Source: an optimization exercise on an open RTL-to-GDS flow (aim: small area, a short achievable clock period and few clock cycles per item). Production flows keep margins and buffers that such runs may drop.
Function was checked by simulation only, so behaviour that the tests miss may differ from the original.

==> flow/design.v <==
package sw_pkg;
    typedef logic [1:0] base_t;
    localparam int RIDX_W = $clog2(16);
    localparam int QIDX_W = $clog2(24);
    localparam int HW = $clog2(2 * 16 + 1);
endpackage
`timescale 1ns/1ps
module sw_sequencer (
    input  logic       clk,
    input  logic       reset,
    input  logic       i_valid,
    output logic       o_start,    
    output logic       o_load,     
    output logic [5:0] o_cnt,      
    output logic       o_last,     
    output logic       o_finish
);
    localparam int LAST = 24 + 16 - 1;
    logic       busy;
    logic [5:0] cnt;
    logic       fin;
    assign o_start = i_valid && !busy;
    assign o_load  = o_start || (busy && cnt < 6'(24 - 1));
    assign o_cnt   = cnt;
    assign o_last  = (cnt == 6'(LAST));
    assign o_finish = fin;
    always_ff @(posedge clk or posedge reset) begin
        if (reset) begin
            busy <= 1'b0;
            cnt  <= '0;
            fin  <= 1'b0;
        end else begin
            fin <= busy && (cnt == 6'(LAST));
            if (o_start) begin
                busy <= 1'b1;
                cnt  <= '0;
            end else if (busy) begin
                cnt <= cnt + 1'b1;
                if (cnt == 6'(LAST)) begin
                    busy <= 1'b0;
                end
            end
        end
    end
endmodule
`timescale 1ns/1ps
module sw_pe #(
    parameter int J = 1
) (
    input  logic       clk,
    input  logic       i_first,     
    input  logic       i_cell,      
    input  logic [1:0] i_query,     
    input  logic [1:0] i_ref_pin,   
    input  logic [5:0] i_h_left,    
    input  logic       i_eq_left,   
    output logic [1:0] o_query,
    output logic [5:0] o_h,
    output logic       o_eq
);
    localparam int WH = $clog2(2 * J + 1);       
    localparam int WA = $clog2(2 * J + 2);       
    localparam int WS = WA + 1;                  
    function automatic logic gtc(input logic [WS-1:0] a, input logic [WS-1:0] b, input logic c);
        logic r;
        r = c;
        for (int k = 0; k < WS; k++) begin
            r = (a[k] & ~b[k]) | ((a[k] | ~b[k]) & r);
        end
        gtc = r;
    endfunction
    logic [1:0]    ref_q;
    logic [1:0]    query_q;
    logic [WA-1:0] a_q;
    logic [WH-1:0] h_q;
    logic          eq_i_q;
    logic          eq_d_q;
    logic [1:0]    ref_b;
    logic [WA-1:0] hd;
    logic [WA-1:0] a_nxt;
    logic [WS-1:0] hl;
    logic [WS-1:0] hu;
    logic [WS-1:0] av;
    logic          el;
    logic [WS-1:0] ival;
    logic [WS-1:0] dval;
    logic [WS-1:0] ival_b;
    logic [WS-1:0] dval_b;
    logic [WS-1:0] dg;
    logic          i_ge_g;
    logic          d_ge_g;
    logic          i_ge_d;
    logic          d_ge_i;
    logic          eq_i;
    logic          eq_d;
    logic [WS-1:0] h_nxt;
    assign ref_b = i_first ? i_ref_pin : ref_q;
    assign hd    = (J == 1) ? '0 : WA'(i_h_left);
    assign a_nxt = (i_query == ref_b) ? hd + 2'd3 : ((hd == '0) ? WA'(1) : hd);
    always_ff @(posedge clk) begin
        if (i_first) begin
            ref_q <= i_ref_pin;
        end
        query_q <= i_query;
        a_q     <= a_nxt;
    end
    assign hl = (J == 1) ? '0 : WS'(i_h_left);
    assign el = (J == 1) ? 1'b0 : i_eq_left;
    assign hu = WS'(h_q);
    assign av = WS'(a_q);
    assign i_ge_g = gtc(hl, av, el);               
    assign d_ge_g = gtc(hu, av, eq_d_q);
    assign ival   = hl - WS'(2) + WS'(el);
    assign dval   = hu - WS'(2) + WS'(eq_d_q);
    assign ival_b = {~ival[WS-1], ival[WS-2:0]};
    assign dval_b = {~dval[WS-1], dval[WS-2:0]};
    assign i_ge_d = gtc(ival_b, dval_b, 1'b1);
    assign d_ge_i = gtc(dval_b, ival_b, 1'b1);
    assign eq_i   = i_ge_g && i_ge_d;
    assign eq_d   = d_ge_g && d_ge_i;
    assign dg     = av - 1'b1;
    assign h_nxt  = (!i_ge_g && !d_ge_g) ? dg : (eq_i ? ival : dval);
    always_ff @(posedge clk) begin
        h_q    <= i_cell ? WH'(h_nxt) : '0;
        eq_i_q <= eq_i;
        eq_d_q <= eq_d;
    end
    assign o_query = query_q;
    assign o_h     = 6'(h_q);
    assign o_eq    = eq_i_q;
endmodule
`timescale 1ns/1ps
module sw_pe_array (
    input  logic                              clk,
    input  logic                              reset,
    input  logic                              i_start,
    input  logic                              i_load,
    input  logic [1:0]                        i_query_base,
    input  logic [1:0]                        i_ref_base,
    output logic [16-1:0][5:0]       o_h
);
    logic [16-1:0]      cell_q;    
    logic [16-1:0][1:0] query_c;
    logic [16-1:0][5:0] h_c;
    logic [16-1:0]      eq_c;
    for (genvar j = 0; j < 16; j++) begin : g_cell
        logic       diag_act;
        logic       first;
        logic [1:0] query;
        logic [5:0] h_left;
        logic       eq_left;
        if (j == 0) begin : g_head
            assign diag_act = i_load;
            assign first    = i_start;
            assign query    = i_query_base;
            assign h_left   = '0;
            assign eq_left  = 1'b0;
        end else begin : g_body
            assign diag_act = cell_q[j-1];
            assign first    = cell_q[j-1] && !cell_q[j];
            assign query    = query_c[j-1];
            assign h_left   = h_c[j-1];
            assign eq_left  = eq_c[j-1];
        end
        always_ff @(posedge clk or posedge reset) begin
            if (reset) begin
                cell_q[j]  <= 1'b0;
            end else begin
                cell_q[j]  <= diag_act;
            end
        end
        sw_pe #(.J(j + 1)) u_pe (
            .clk        (clk),
            .i_first    (first),
            .i_cell     (cell_q[j]),
            .i_query    (query),
            .i_ref_pin  (i_ref_base),
            .i_h_left   (h_left),
            .i_eq_left  (eq_left),
            .o_query    (query_c[j]),
            .o_h        (h_c[j]),
            .o_eq       (eq_c[j])
        );
    end
    assign o_h = h_c;
endmodule
`timescale 1ns/1ps
module sw_max_tracker (
    input  logic                          clk,
    input  logic                          i_clear,
    input  logic [5:0]                    i_cnt,
    input  logic                          i_last,    
    input  logic [16-1:0][5:0]   i_h,
    output logic [5:0]                    o_max,
    output logic [4:0]                    o_pos_ref,
    output logic [4:0]                    o_pos_query
);
    localparam int N = 16;
    function automatic logic gtc(input logic [5:0] a, input logic [5:0] b, input logic c);
        logic r;
        r = c;
        for (int k = 0; k < 6; k++) begin
            r = (a[k] & ~b[k]) | ((a[k] | ~b[k]) & r);
        end
        gtc = r;
    endfunction
    logic [5:0]   g_q;        
    logic [4:0]   col_q;      
    logic [5:0]   diag_q;     
    logic [4:0]   row_q;      
    logic [N-1:0] c2;
    logic [N-1:0] c1;
    logic [N-1:0] c0;
    logic [N-1:0] below;      
    logic [N-1:0] c0b;
    logic         any2;
    logic         any1;
    logic         any0;
    logic [4:0]   enc2;
    logic [4:0]   enc1;
    logic [4:0]   enc0;
    logic [5:0]   cnt1;
    logic [5:0]   g_p1;
    logic [5:0]   g_p2;
    logic         take;
    function automatic logic [4:0] lowest(input logic [N-1:0] v);
        lowest = '0;
        for (int k = N - 1; k >= 0; k--) begin
            if (v[k]) begin
                lowest = 5'(k + 1);
            end
        end
    endfunction
    logic [3:0] g_oh;
    assign g_oh = 4'b0001 << g_q[1:0];
    for (genvar k = 0; k < N; k++) begin : g_cls
        logic       ge;
        logic [3:0] h_oh;
        assign ge    = gtc(i_h[k], g_q, 1'b1);
        assign h_oh  = 4'b0001 << i_h[k][1:0];
        assign c0[k] = ge && |(h_oh & g_oh);
        assign c1[k] = ge && |(h_oh & {g_oh[2:0], g_oh[3]});
        assign c2[k] = ge && |(h_oh & {g_oh[1:0], g_oh[3:2]});
        assign below[k] = (5'(k + 1) < col_q);
    end
    assign c0b  = c0 & below;
    assign any2 = |c2;
    assign any1 = |c1;
    assign any0 = |c0b;
    assign enc2 = lowest(c2);
    assign enc1 = lowest(c1);
    assign enc0 = lowest(c0b);
    assign cnt1 = i_cnt + 1'b1;
    assign g_p1 = g_q + 6'd1;
    assign g_p2 = g_q + 6'd2;
    assign take = any2 || any1 || any0;
    always_ff @(posedge clk) begin
        if (i_clear) begin
            g_q    <= '0;
            col_q  <= 5'd1;
            diag_q <= 6'd2;
        end else if (take) begin
            g_q    <= any2 ? g_p2 : (any1 ? g_p1 : g_q);
            col_q  <= any2 ? enc2 : (any1 ? enc1 : enc0);
            diag_q <= cnt1;
        end
        if (i_last && take) begin
            row_q <= 5'(24);
        end else begin
            row_q <= diag_q[4:0] - col_q;
        end
    end
    assign o_max       = g_q;
    assign o_pos_ref   = col_q;
    assign o_pos_query = row_q;
endmodule
`timescale 1ns/1ps
module sw_top (
    input  logic                                clk,
    input  logic                                reset,
    input  logic                                i_valid,
    input  sw_pkg::base_t                       i_ref_base,
    input  sw_pkg::base_t                       i_query_base,
    output logic                                o_finish,
    output logic [8-1:0]              o_max,
    output logic [sw_pkg::RIDX_W:0]             o_pos_ref,
    output logic [sw_pkg::QIDX_W:0]             o_pos_query
);
    logic                        start;
    logic                        load;
    logic [5:0]                  cnt;
    logic                        last;
    logic [16-1:0][5:0] h;
    logic [5:0]                  best_s;
    logic [4:0]                  best_j;
    logic [4:0]                  best_i;
    sw_sequencer u_sequencer (
        .clk      (clk),
        .reset    (reset),
        .i_valid  (i_valid),
        .o_start  (start),
        .o_load   (load),
        .o_cnt    (cnt),
        .o_last   (last),
        .o_finish (o_finish)
    );
    sw_pe_array u_pe_array (
        .clk          (clk),
        .reset        (reset),
        .i_start      (start),
        .i_load       (load),
        .i_query_base (i_query_base),
        .i_ref_base   (i_ref_base),
        .o_h          (h)
    );
    sw_max_tracker u_max_tracker (
        .clk         (clk),
        .i_clear     (start),
        .i_cnt       (cnt),
        .i_last      (last),
        .i_h         (h),
        .o_max       (best_s),
        .o_pos_ref   (best_j),
        .o_pos_query (best_i)
    );
    assign o_max       = 8'(best_s);
    assign o_pos_ref   = best_j;
    assign o_pos_query = {1'b0, best_i};
endmodule
Settings: LEC_CHECK=0, CAP_MARGIN=20, CORE_MARGIN=2, CORE_UTILIZATION=40, SETUP_SLACK_MARGIN=4.8, SLEW_MARGIN=20, TNS_END_PERCENT=100; clock period 7.5 ns.
run.sh (not shown) runs the stock make flow with config.mk's settings and CLKGATE_MAP_FILE= SYNTH_SCRIPT=/design/flow/synth_recipe.tcl, a recipe that flattens the netlist after the stock synthesis.
The first run completed without violations.
Testbench counts at the start, summed over its fixed seeds: cycles 13,120, runs 320.
Next try:
Settings changed: SETUP_SLACK_MARGIN 4.8 to 4.0.
Synthesized cell count stays the same.
Maximum frequency drops by a few percent.
Wire length came out lower by a few percent.
Via count is lower by a few percent.

-- afterwards: timing with drivers on the ports --
In the flow no input, the clock included, has a driving cell. The finished layouts below were timed again as built, in two steps. Step 1, drivers: a clkbuf_16 drives clk and a buf_2 each remaining input, both assumed. Step 2 also shifts input and output timing later by t, the mid clock arrival at the registers, as if the neighbouring blocks saw the same clock. a / b / c = ideal / step 1 / step 2; a / b = the first two.
run | t (ns) | slack for setup (ns) | clock arrival spread, ns
the first run | 0.615 | 4.133 / 4.133 / 4.133 | 0.029 / 0.029
the second run | 0.619 | 4.009 / 3.990 / 3.701 | 0.028 / 0.028
After both steps every run listed still meets setup and hold. For the second run, which loses most, drivers alone change the setup slack by -0.019 ns; drivers and shift together by -0.308 ns.
